What follows belongs to an exercise in optimizing a design on an open flow for small area; a production flow would make more cautious choices.
At most, simulation tests tie the RTL to the original design; equivalence was not proved.
Power figures rest on the tool's default switching activity, not on a simulated workload.

== the reference run ==
==> flow/design.v <==
`timescale 1ns/100ps
`default_nettype none
package mips_pkg;
    typedef enum logic [3:0] {
        st_boot = 4'd0,   
        st_d    = 4'd9,   
        st_ex   = 4'd1,   
        st_slt  = 4'd2,   
        st_br   = 4'd3,   
        st_swl  = 4'd4,   
        st_sws  = 4'd5,   
        st_lw   = 4'd6,   
        st_pc   = 4'd7,   
        st_pcs  = 4'd8    
    } state_t;
    localparam logic [5:0] OP_R    = 6'h00;
    localparam logic [5:0] OP_J    = 6'h02;
    localparam logic [5:0] OP_BEQ  = 6'h04;
    localparam logic [5:0] OP_BNE  = 6'h05;
    localparam logic [5:0] OP_ADDI = 6'h08;
    localparam logic [5:0] OP_LW   = 6'h23;
    localparam logic [5:0] OP_SW   = 6'h2b;
endpackage
`default_nettype wire
`timescale 1ns/100ps
`default_nettype none
module mips_cpu (
    input  wire logic                        clk,
    input  wire logic                        clk_en,
    input  wire logic                        reset,
    input  wire logic [32-1:0] r_data,    
    output logic                             wr_en,
    output logic [32-1:0]      mem_addr,
    output logic [32-1:0]      w_data
);
    mips_pkg::state_t      st;
    logic [4:0]  ph;
    logic        pol;
    logic [31:1] rf_q;        
    logic        pc_q;        
    logic [9:0]  mar;         
    logic [31:0] wd;          
    logic        c;           
    logic        cp;          
    logic        flag;        
    logic        x1, x2;      
    logic [5:0] op;
    logic [4:0] rs, rt, rd;
    assign op = r_data[31:26];
    assign rs = r_data[25:21];
    assign rt = r_data[20:16];
    assign rd = r_data[15:11];
    logic is_r, is_j, is_beq, is_bne, is_addi, is_lw, is_sw;
    assign is_r    = (op == mips_pkg::OP_R);
    assign is_j    = (op == mips_pkg::OP_J);
    assign is_beq  = (op == mips_pkg::OP_BEQ);
    assign is_bne  = (op == mips_pkg::OP_BNE);
    assign is_addi = (op == mips_pkg::OP_ADDI);
    assign is_lw   = (op == mips_pkg::OP_LW);
    assign is_sw   = (op == mips_pkg::OP_SW);
    logic s_boot, s_d, s_ex, s_slt, s_br, s_swl, s_sws, s_lw, s_pc, s_pcs;
    assign s_boot = (st == mips_pkg::st_boot);
    assign s_d    = (st == mips_pkg::st_d);
    assign s_ex   = (st == mips_pkg::st_ex);
    assign s_slt  = (st == mips_pkg::st_slt);
    assign s_br   = (st == mips_pkg::st_br);
    assign s_swl  = (st == mips_pkg::st_swl);
    assign s_sws  = (st == mips_pkg::st_sws);
    assign s_lw   = (st == mips_pkg::st_lw);
    assign s_pc   = (st == mips_pkg::st_pc);
    assign s_pcs  = (st == mips_pkg::st_pcs);
    logic ph0, ph2, last, av;
    assign ph0  = (ph == 5'd0);
    assign ph2  = (ph == 5'd2);
    assign last = (ph == 5'd31);
    assign av   = (ph >= 5'd2) && (ph <= 5'd11);   
    logic sx, raw, xb;
    assign sx  = !(s_lw || is_j);
    mux32 raw_mux (.d(r_data), .s(ph), .y(raw));
    assign xb  = (sx && ph[4]) ? r_data[15] : raw;
    logic a, b, pv;
    logic pq;
    mux32 rd_mux (.d({rf_q, pol}), .s(s_ex ? rt : rs), .y(pq));
    assign pv = pq ^ pol;
    assign a  = s_ex ? wd[0] : pv;
    assign b  = pv;
    logic pc0;
    assign pc0 = pc_q ^ pol;
    logic sub, bo, cin, sum, cout, res, less, eqb;
    assign sub  = is_r && r_data[1];
    assign bo   = (is_r ? b : xb) ^ sub;
    assign cin  = ph0 ? sub : c;
    assign sum  = a ^ bo ^ cin;
    assign cout = (a & bo) | (a & cin) | (bo & cin);
    assign res  = (is_r && r_data[2]) ? (r_data[0] ? (a | b) : (a & b)) : sum;
    assign less = (a ^ b) ? a : sum;
    assign eqb  = !(a ^ b) && (ph0 || flag);
    logic pa, pb, pcin, psum, pcout, pc_in;
    assign pa    = (s_swl || s_sws) ? mar[0] : pc0;
    assign pb    = s_br && x2;
    assign pcin  = ph2 ? !s_br : cp;
    assign psum  = pa ^ pb ^ pcin;
    assign pcout = (pa & pb) | (pa & pcin) | (pb & pcin);
    always_comb begin
        if (s_boot) pc_in = 1'b0;
        else if (s_d && (is_lw || is_sw)) pc_in = sum;             
        else if (s_d && is_j) pc_in = x2;                          
        else if (s_d || s_br || s_swl || s_sws) pc_in = psum;
        else pc_in = pc0;
    end
    logic       we, wb;
    logic [4:0] wa;
    assign we = (s_ex && is_r && !r_data[3]) || (s_d && is_addi) || s_slt || s_lw;
    assign wa = s_lw ? wd[20:16] : (is_r ? rd : rt);
    assign wb = s_lw ? xb : (s_slt ? (ph0 && flag) : res);
    mips_pkg::state_t nx;
    always_comb begin
        nx = mips_pkg::st_pc;
        case (st)
            mips_pkg::st_boot: nx = mips_pkg::st_d;
            mips_pkg::st_d: begin
                if (is_r || is_beq || is_bne || is_sw) nx = mips_pkg::st_ex;
                else if (is_lw) nx = mips_pkg::st_swl;
                else nx = mips_pkg::st_pc;
            end
            mips_pkg::st_ex: begin
                if (is_r && r_data[3]) nx = mips_pkg::st_slt;
                else if (is_sw) nx = mips_pkg::st_sws;
                else if ((is_beq && eqb) || (is_bne && !eqb)) nx = mips_pkg::st_br;
                else nx = mips_pkg::st_pc;
            end
            mips_pkg::st_swl: nx = mips_pkg::st_lw;
            mips_pkg::st_sws: nx = mips_pkg::st_pcs;
            mips_pkg::st_pc, mips_pkg::st_pcs: nx = mips_pkg::st_d;
            default: nx = mips_pkg::st_pc;
        endcase
    end
    always_ff @(posedge clk) begin
        if (reset) begin
            st <= mips_pkg::st_boot;
            ph <= 5'd0;
        end else if (clk_en) begin
            ph <= ph + 5'd1;
            if (last) st <= nx;
        end
    end
    always_ff @(posedge clk) begin
        pol <= reset ? 1'b0 : !pol;
    end
    logic [3:0]  dl_n;
    logic [7:0]  dh_n;
    logic [31:1] wsel, rot;
    always_comb begin
        for (int k = 0; k < 4; k++) dl_n[k] = (wa[1:0] != 2'(k));
        for (int k = 0; k < 8; k++) dh_n[k] = !(clk_en && we && (wa[4:2] == 3'(k)));
    end
    for (genvar i = 1; i < 32; i++) begin : g_row
        row_sel rs_i (
            .dl_n(dl_n[i % 4]), .dh_n(dh_n[i / 4]), .sh_n(!clk_en),
            .wsel(wsel[i]), .rot(rot[i])
        );
    end
    logic pc_sh;
    assign pc_sh = clk_en && av;
    gpr_file rf_inst (
        .clk(clk), .sh(clk_en), .sh_n(!clk_en), .wsel(wsel), .rot(rot), .wd(wb ^ pol), .q(rf_q)
    );
    pol_shift #(.N(10), .W(1)) pc_inst (
        .clk(clk), .sh(pc_sh), .sh_n(!pc_sh), .d(pc_in ^ pol), .q(pc_q)
    );
    logic mar_sh, wd_sh;
    assign mar_sh = clk_en && av && (s_boot || s_swl || s_sws || s_pc || s_pcs);
    assign wd_sh  = clk_en && (s_d || s_ex);
    hold_shift #(.N(10)) mar_inst (
        .clk(clk), .sh(mar_sh), .sh_n(!mar_sh), .d(s_boot ? 1'b0 : pc0), .q(mar)
    );
    hold_shift #(.N(32)) wd_inst (
        .clk(clk), .sh(wd_sh), .sh_n(!wd_sh), .d(s_d ? (is_lw ? raw : pv) : (is_sw ? pv : wd[0])), .q(wd)
    );
    always_ff @(posedge clk) begin
        if (clk_en) begin
            c <= cout;
            if (s_ex) flag <= (is_r && r_data[3]) ? less : eqb;
            cp <= pcout;
            x1 <= xb;
            x2 <= x1;
        end
    end
    assign mem_addr = {20'd0, mar, 2'b00};
    assign w_data   = wd;
    assign wr_en    = clk_en && s_pcs && ph0;
endmodule
module pol_shift #(
    parameter int N = 32,
    parameter int W = 1
) (
    input  wire logic         clk,
    input  wire logic         sh,
    input  wire logic         sh_n,
    input  wire logic [W-1:0] d,
    output logic [W-1:0]      q
);
    logic [N-1:0] r [W];
    always_ff @(posedge clk) begin
        for (int w = 0; w < W; w++) begin
            r[w] <= ~(({N{sh_n}} | {d[w], r[w][N-1:1]}) & ({N{sh}} | r[w]));
        end
    end
    always_comb begin
        for (int w = 0; w < W; w++) q[w] = r[w][0];
    end
endmodule
`default_nettype wire
module hold_shift #(
    parameter int N = 32
) (
    input  wire logic         clk,
    input  wire logic         sh,
    input  wire logic         sh_n,
    input  wire logic         d,
    output logic [N-1:0]      q
);
    always_ff @(posedge clk) begin
        q <= ({N{sh_n}} | {d, q[N-1:1]}) & ({N{sh}} | q);
    end
endmodule
`default_nettype wire
module gpr_file (
    input  wire logic        clk,
    input  wire logic        sh,
    input  wire logic        sh_n,
    input  wire logic [31:1] wsel,
    input  wire logic [31:1] rot,
    input  wire logic        wd,
    output logic [31:1]      q
);
    logic [31:0] r [31:1];
    always_ff @(posedge clk) begin
        for (int i = 1; i < 32; i++) begin
            r[i][31]   <= !((wsel[i] && wd) || (rot[i] && r[i][0]) || (sh_n && r[i][31]));
            r[i][30:0] <= ~(({31{sh_n}} | r[i][31:1]) & ({31{sh}} | r[i][30:0]));
        end
    end
    always_comb begin
        for (int i = 1; i < 32; i++) q[i] = r[i][0];
    end
endmodule
module mux32 (
    input  wire logic [31:0] d,
    input  wire logic [4:0]  s,
    output logic             y
);
    logic [7:0] l1;
    logic [1:0] l2;
    for (genvar i = 0; i < 8; i++) begin : g_l1
        mux4 m (.d(d[4*i +: 4]), .s(s[1:0]), .y(l1[i]));
    end
    for (genvar i = 0; i < 2; i++) begin : g_l2
        mux4 m (.d(l1[4*i +: 4]), .s(s[3:2]), .y(l2[i]));
    end
    assign y = s[4] ? l2[1] : l2[0];
endmodule
module mux4 (
    input  wire logic [3:0] d,
    input  wire logic [1:0] s,
    output logic            y
);
    assign y = d[s];
endmodule
`default_nettype wire
module row_sel (
    input  wire logic dl_n,
    input  wire logic dh_n,
    input  wire logic sh_n,
    output logic      wsel,
    output logic      rot
);
    nor_gate g_wsel (.a(dl_n), .b(dh_n), .y(wsel));
    nor_gate g_rot  (.a(wsel), .b(sh_n), .y(rot));
endmodule
module nor_gate (
    input  wire logic a,
    input  wire logic b,
    output logic      y
);
    assign y = !(a || b);
endmodule
`default_nettype wire
Settings: LEC_CHECK=0, CAP_MARGIN=20, CORE_MARGIN=2, CORE_UTILIZATION=70, SLEW_MARGIN=20, SYNTH_HIERARCHICAL=1; clock period 10.0 ns.
standard.sh (not shown) runs the stock make flow with config.mk's settings and CLKGATE_MAP_FILE= SYNTH_SCRIPT=/design/flow/synth_recipe.tcl, a recipe that flattens the netlist after the stock synthesis.
==> flow/flow/run.sh <==
#!/bin/bash
# The standard layout, with buf_1 port buffers and a clock tree of
# clkbuf_8 leaf clusters without dummy loads. standard.sh's output goes to
# standard.log; ORFS keeps each tool's log under orfs/logs.
export BUFFER_PORTS_ARGS="-buffer_cell sky130_fd_sc_hd__buf_1"
export CTS_ARGS="-sink_clustering_enable -repair_clock_nets -dont_use_dummy_load -buf_list sky130_fd_sc_hd__clkbuf_8 -sink_clustering_size 16 -sink_clustering_max_diameter 200"
export SKIP_REPAIR_TIE_FANOUT=1
bash standard.sh > standard.log 2>&1
The flow did not stop early for the reference run: all stages ran, and the layout cleared the timing, DRC and antenna checks.
#### Input delta (the trial run over the reference run)
diff --git a/flow/design.v b/flow/design.v
--- a/flow/design.v
+++ b/flow/design.v
@@ -144,24 +144,18 @@
             if (last) st <= nx;
         end
     end
     always_ff @(posedge clk) begin
         pol <= reset ? 1'b0 : !pol;
     end
-    logic [3:0]  dl_n;
-    logic [7:0]  dh_n;
     logic [31:1] wsel, rot;
     always_comb begin
-        for (int k = 0; k < 4; k++) dl_n[k] = (wa[1:0] != 2'(k));
-        for (int k = 0; k < 8; k++) dh_n[k] = !(clk_en && we && (wa[4:2] == 3'(k)));
-    end
-    for (genvar i = 1; i < 32; i++) begin : g_row
-        row_sel rs_i (
-            .dl_n(dl_n[i % 4]), .dh_n(dh_n[i / 4]), .sh_n(!clk_en),
-            .wsel(wsel[i]), .rot(rot[i])
-        );
+        for (int i = 1; i < 32; i++) begin
+            wsel[i] = clk_en && we && (wa == 5'(i));
+            rot[i]  = !(wsel[i] || !clk_en);
+        end
     end
     logic pc_sh;
     assign pc_sh = clk_en && av;
     gpr_file rf_inst (
         .clk(clk), .sh(clk_en), .sh_n(!clk_en), .wsel(wsel), .rot(rot), .wd(wb ^ pol), .q(rf_q)
     );
@@ -265,24 +259,6 @@
     input  wire logic [1:0] s,
     output logic            y
 );
     assign y = d[s];
 endmodule
 `default_nettype wire
-module row_sel (
-    input  wire logic dl_n,
-    input  wire logic dh_n,
-    input  wire logic sh_n,
-    output logic      wsel,
-    output logic      rot
-);
-    nor_gate g_wsel (.a(dl_n), .b(dh_n), .y(wsel));
-    nor_gate g_rot  (.a(wsel), .b(sh_n), .y(rot));
-endmodule
-module nor_gate (
-    input  wire logic a,
-    input  wire logic b,
-    output logic      y
-);
-    assign y = !(a || b);
-endmodule
-`default_nettype wire
==> comparison <==
- On the trial run: logic depth of the worst setup path including buffers is 1 lower than what the reference run gave.
- Any difference in number of cells in the design after placement between the reference run and the trial run is small enough to ignore.
- Sort the trial run and the reference run by portion of the clock cycle consumed by the worst path in the final layout desc -> top: the reference run
- Cmp the trial run vs the reference run: areal power density over the cells lower in the trial run
- The trial run gives more number of vias after detailed routing than the reference run did.
- Between the trial run and the reference run, the final core utilization does not differ in any meaningful way.
- Final standard cell area without fillers went up slightly going from the reference run to the trial run.
- Per the comparison of the trial run with the reference run, overall die area now sits higher; final routed wirelength across all metal layers now sits higher; number of combinational gates with multiple inputs now sits lower.
- The final reports for the trial run and the reference run show wire length of the first global-routing pass higher in the former.
- Comparing the reference run with the trial run, the total power of the final layout came out essentially unchanged.
- The trial run reports a higher met2 track demand over resource than the reference run does.
For the trial run, only the layout was checked, not whether the RTL still works.

-- static timing again, ports no longer ideal --
The flow's constraints put no driver on any port. The routed layouts listed below were extracted and timed again, unchanged, in two steps.
Step 1: set_driving_cell puts a clkbuf_16 on clk and a buf_2 on each other input, an assumption about the parent block.
Step 2, shift: input delay + t, output delay - t, t = (earliest + latest rising clock arrival at the registers) / 2. This alone moves slack from input paths to output paths.
Slacks: ideal ports / drivers / drivers and shift; pairs: ideal ports / drivers.
run | t (ns) | setup WS [ns] | worst setup path after step 2 | cell pins on the clock port's net
the reference run | 0.704 | 3.710 / 3.738 / 3.034 | input to register | 1
the trial run | 0.707 | 3.817 / 3.794 / 3.088 | input to register | 1
After both steps every run listed still meets setup and hold. The setup slack of the trial run, which loses most, moves by -0.023 ns with the drivers and by -0.729 ns with both steps.
